Source: an optimization exercise on an open RTL-to-GDS flow (aim: small area). Production flows keep margins and buffers that such runs may drop. The RTL was checked by simulation tests, not by an equivalence proof against the original design. Power is estimated from default activity; no workload was simulated.

// matrix_alu
module matrix_alu #(
    parameter int ELEM_W     = 16,
    parameter int MUL_CYCLES = 16
) (
    input  logic                 Clk,
    input  logic                 nReset,
    input  logic                 start,
    input  logic [2:0]           opcode,
    input  logic [16*ELEM_W-1:0] operandA,
    input  logic [16*ELEM_W-1:0] operandB,
    output logic [16*ELEM_W-1:0] result,
    output logic                 busy,
    output logic                 done,
    output logic                 err
);
Size in the first run: roughly 2000 cells after synthesis, about 660 flip-flops, about 780 I/O pins, ~24000 um^2 of cells after synthesis.
export LEC_CHECK = 0
export CAP_MARGIN = 20
export CORE_AREA = 2 2 438 128
export DIE_AREA = 0 0 440 130
export PLACE_DENSITY = 0.65
export SLEW_MARGIN = 20
create_clock -name core_clock -period 12.0 [get_ports {Clk}]
standard.sh (not shown) runs the stock make flow with config.mk's settings and CLKGATE_MAP_FILE= SYNTH_SCRIPT=/design/flow/synth_recipe.tcl, a recipe that flattens the netlist after the stock synthesis.
==> flow/flow/run.sh <==
#!/bin/bash
set -euo pipefail
bash standard.sh \
  BUFFER_PORTS_ARGS="-buffer_cell sky130_fd_sc_hd__buf_1" \
  CTS_ARGS="-sink_clustering_enable -repair_clock_nets -buf_list sky130_fd_sc_hd__clkbuf_4 -dont_use_dummy_load" \
  finish > make_finish.log 2>&1
The baseline completed with no timing, DRC or antenna violations.
Rerun with:
==> flow/flow/run.sh (replaced) <==
#!/bin/bash
set -euo pipefail
bash standard.sh BUFFER_PORTS_ARGS="-buffer_cell sky130_fd_sc_hd__buf_1" finish > make_finish.log 2>&1
- CORE_AREA: 2 2 438 128 -> 2 2 418 100
- DIE_AREA: 0 0 440 130 -> 0 0 420 102
- PLACE_DENSITY: 0.65 -> 0.75
Effect:
- The changed run produced a clean layout
- cell area came out higher slightly
- final cell count came out lower by a few percent
- power came out higher by a little under a tenth
- synthesized cell count does not change

---

Another version of the RTL of matrix_alu (not shown whole).
For scale: roughly 2,000 cells after synthesis, ~660 flip-flops, about 0.023 sq mm of cells after synthesis.
## matrix_alu
module matrix_alu #(
    parameter int ELEM_W     = 16,
    parameter int MUL_CYCLES = 16
) (
    input  logic                 Clk,
    input  logic                 nReset,
    input  logic                 start,
    input  logic [2:0]           opcode,
    input  logic [16*ELEM_W-1:0] operandA,
    input  logic [16*ELEM_W-1:0] operandB,
    output logic [16*ELEM_W-1:0] result,
    output logic                 busy,
    output logic                 done,
    output logic                 err
);
    localparam logic [2:0] OP_ADD = 3'b000;
    localparam logic [2:0] OP_SUB = 3'b001;
    localparam logic [2:0] OP_TRN = 3'b010;
    localparam logic [2:0] OP_SCL = 3'b011;
    localparam logic [2:0] OP_MUL = 3'b100;
    localparam logic [1:0] S_IDLE = 2'd0;
    localparam logic [1:0] S_BUSY = 2'd1;
    localparam logic [1:0] S_DONE = 2'd2;
    logic [15:0] x_q   [16];
    logic [15:0] b_q   [16];
    logic [15:0] r_q   [4];
    logic [15:0] acc_q [4];
    logic [1:0]  st_q;
    logic [7:0]  cnt_q;
    logic [2:0]  op_q;
    logic        valid_q;
    logic        err_q;
    logic        lap_q;
    logic        idle_q, nidle_q;    
    wire idle   = idle_q;
    wire accept = start & idle;
  ...
clock: 12.0 ns
lec_check: 0
cap_margin: 20
core_area: 2 2 428 110
die_area: 0 0 430 112
place_density: 0.9
slew_margin: 20
==> flow/flow/run.sh <==
#!/bin/bash
set -euo pipefail
bash standard.sh \
  BUFFER_PORTS_ARGS="-buffer_cell sky130_fd_sc_hd__buf_1" \
  CTS_ARGS="-sink_clustering_enable -repair_clock_nets -buf_list sky130_fd_sc_hd__clkbuf_4 -sink_clustering_buffer sky130_fd_sc_hd__clkbuf_8 -sink_clustering_size 14 -sink_clustering_max_diameter 50 -dont_use_dummy_load" \
  finish > make_finish.log 2>&1
Next try:
==> flow/flow/run.sh (replaced) <==
#!/bin/bash
set -euo pipefail
bash standard.sh \
  BUFFER_PORTS_ARGS="-buffer_cell sky130_fd_sc_hd__buf_1" \
  CTS_ARGS="-sink_clustering_enable -repair_clock_nets -buf_list sky130_fd_sc_hd__clkbuf_4 -dont_use_dummy_load" \
  finish > make_finish.log 2>&1
- CORE_AREA: 2 2 428 110 -> 2 2 418 98
- DIE_AREA: 0 0 430 112 -> 0 0 420 100
- PLACE_DENSITY: 0.9 -> 0.8
Cell area grows by 0.55%.
Global-route usage grows by 6.5 points.
Non-clock buffer count stays the same.
Sequential power grows by about 2%.
Area after synthesis does not change.
Die area shrinks by 13%.
Hold slack barely changes.
Next try:
==> flow/flow/run.sh (replaced) <==
#!/bin/bash
set -euo pipefail
bash standard.sh \
  BUFFER_PORTS_ARGS="-buffer_cell sky130_fd_sc_hd__buf_1" \
  CTS_ARGS="-sink_clustering_enable -repair_clock_nets -buf_list sky130_fd_sc_hd__clkbuf_4 -sink_clustering_buffer sky130_fd_sc_hd__clkbuf_8 -sink_clustering_size 14 -sink_clustering_max_diameter 40 -dont_use_dummy_load" \
  finish > make_finish.log 2>&1
- CORE_AREA: 2 2 418 98 -> 2 2 428 110
- DIE_AREA: 0 0 420 100 -> 0 0 430 112
- PLACE_DENSITY: 0.8 -> 0.95
Outcome: Clock power came out lower by about 10%; core utilization goes down by 8.7 points; global-route usage fell by 4.8 points; sequential cell count is unchanged; synthesized cell count is unchanged; clock skew went up by 16 ps; maximum frequency grows by 0.55%; power falls by 1.8%; final area goes down by 0.30%; worst hold slack degrades by 92 ps; synthesized area does not change.
Next try:
==> flow/flow/run.sh (replaced) <==
#!/bin/bash
set -euo pipefail
bash standard.sh \
  BUFFER_PORTS_ARGS="-buffer_cell sky130_fd_sc_hd__buf_1" \
  CTS_ARGS="-sink_clustering_enable -repair_clock_nets -buf_list sky130_fd_sc_hd__clkbuf_4 -sink_clustering_buffer sky130_fd_sc_hd__clkbuf_8 -sink_clustering_size 12 -sink_clustering_max_diameter 40 -dont_use_dummy_load" \
  finish > make_finish.log 2>&1
- CORE_AREA: 2 2 428 110 -> 2 2 438 128
- DIE_AREA: 0 0 430 112 -> 0 0 440 130
- PLACE_DENSITY: 0.95 -> 0.65
What happened: Final area climbs by 2.2%; sequential power falls by 4.6%; worst setup slack got worse by 170 ps; clock skew decreases by 16 ps; die area goes up by 19%; non-clock buffer count is higher by 34; power stays flat; via count falls by 6.7%; hold slack gets better by 90 ps.
Next try:
==> flow/flow/run.sh (replaced) <==
#!/bin/bash
set -euo pipefail
bash standard.sh \
  BUFFER_PORTS_ARGS="-buffer_cell sky130_fd_sc_hd__buf_1" \
  CTS_ARGS="-sink_clustering_enable -repair_clock_nets -buf_list sky130_fd_sc_hd__clkbuf_4 -dont_use_dummy_load" \
  finish > make_finish.log 2>&1
The changed run produced a clean layout.
Wire length grows by 0.95%.
First-iteration DRC count shrinks by 3.7%.
Global-route usage grows by 0.29 points.
Sequential share of layout area shrinks by 0.22 points.
Via count grows by 1.6%.
Final area grows by 0.44%.
Synthesized cell count stays the same.
Setup slack gets worse by 61 ps.
Clock-buffer cell count grows by 67.
Total power grows by 1.0%.
Next try:
- CORE_AREA: 2 2 438 128 -> 2 2 428 110
- DIE_AREA: 0 0 440 130 -> 0 0 430 112
- PLACE_DENSITY: 0.65 -> 0.7
Result:
- utilization came out higher by 9.5 points
- total power came out lower by 1.6%
- sequential share of layout area came out higher by 0.91 points
- setup slack is better by 180 ps
- wire length came out lower by about 3%
- area after synthesis is unchanged
- final cell count came out lower by about 5%
- critical path depth came out lower by 3

==> separate check: timing with driven ports <==
In the flow no input, the clock included, has a driving cell. The finished layouts below were timed again as built, in two steps. Step 1 (the two cells are an assumption about what drives the block):
set clk [get_ports {Clk}]
set_driving_cell -lib_cell sky130_fd_sc_hd__clkbuf_16 $clk
set_driving_cell -lib_cell sky130_fd_sc_hd__buf_2 [delete_from_list [all_inputs] $clk]
Step 2 times the ports against the registers' clock, not the clock port: input delays grow and output delays shrink by t, the midpoint of the rising clock arrivals with the driver on. a / b / c = ideal ports / drivers / drivers and shift; a / b = the first two.
run	shift t [ns]	setup slack, ns	worst setup path after step 2	latest minus earliest clock arrival (ns)	pins driven straight from the clock port
the first run of note 1	0.932	0.473 / 0.473 / 0.473	register to register	0.159 / 0.160	1
the second run of note 1	0.653	0.528 / 0.528 / 0.528	register to register	0.033 / 0.033	1
the first run of note 2	0.907	0.558 / 0.558 / 0.558	register to register	0.082 / 0.081	1
the second run of note 2	0.905	0.519 / 0.519 / 0.519	register to register	0.142 / 0.142	1
the third run of note 2	0.891	0.582 / 0.582 / 0.582	register to register	0.165 / 0.165	1
the fourth run of note 2	0.938	0.408 / 0.408 / 0.408	register to register	0.133 / 0.133	1
the fifth run of note 2	0.963	0.347 / 0.347 / 0.347	register to register	0.111 / 0.110	1
the sixth run of note 2	0.948	0.523 / 0.523 / 0.523	register to register	0.149 / 0.149	1
After both steps every run listed still meets setup and hold.
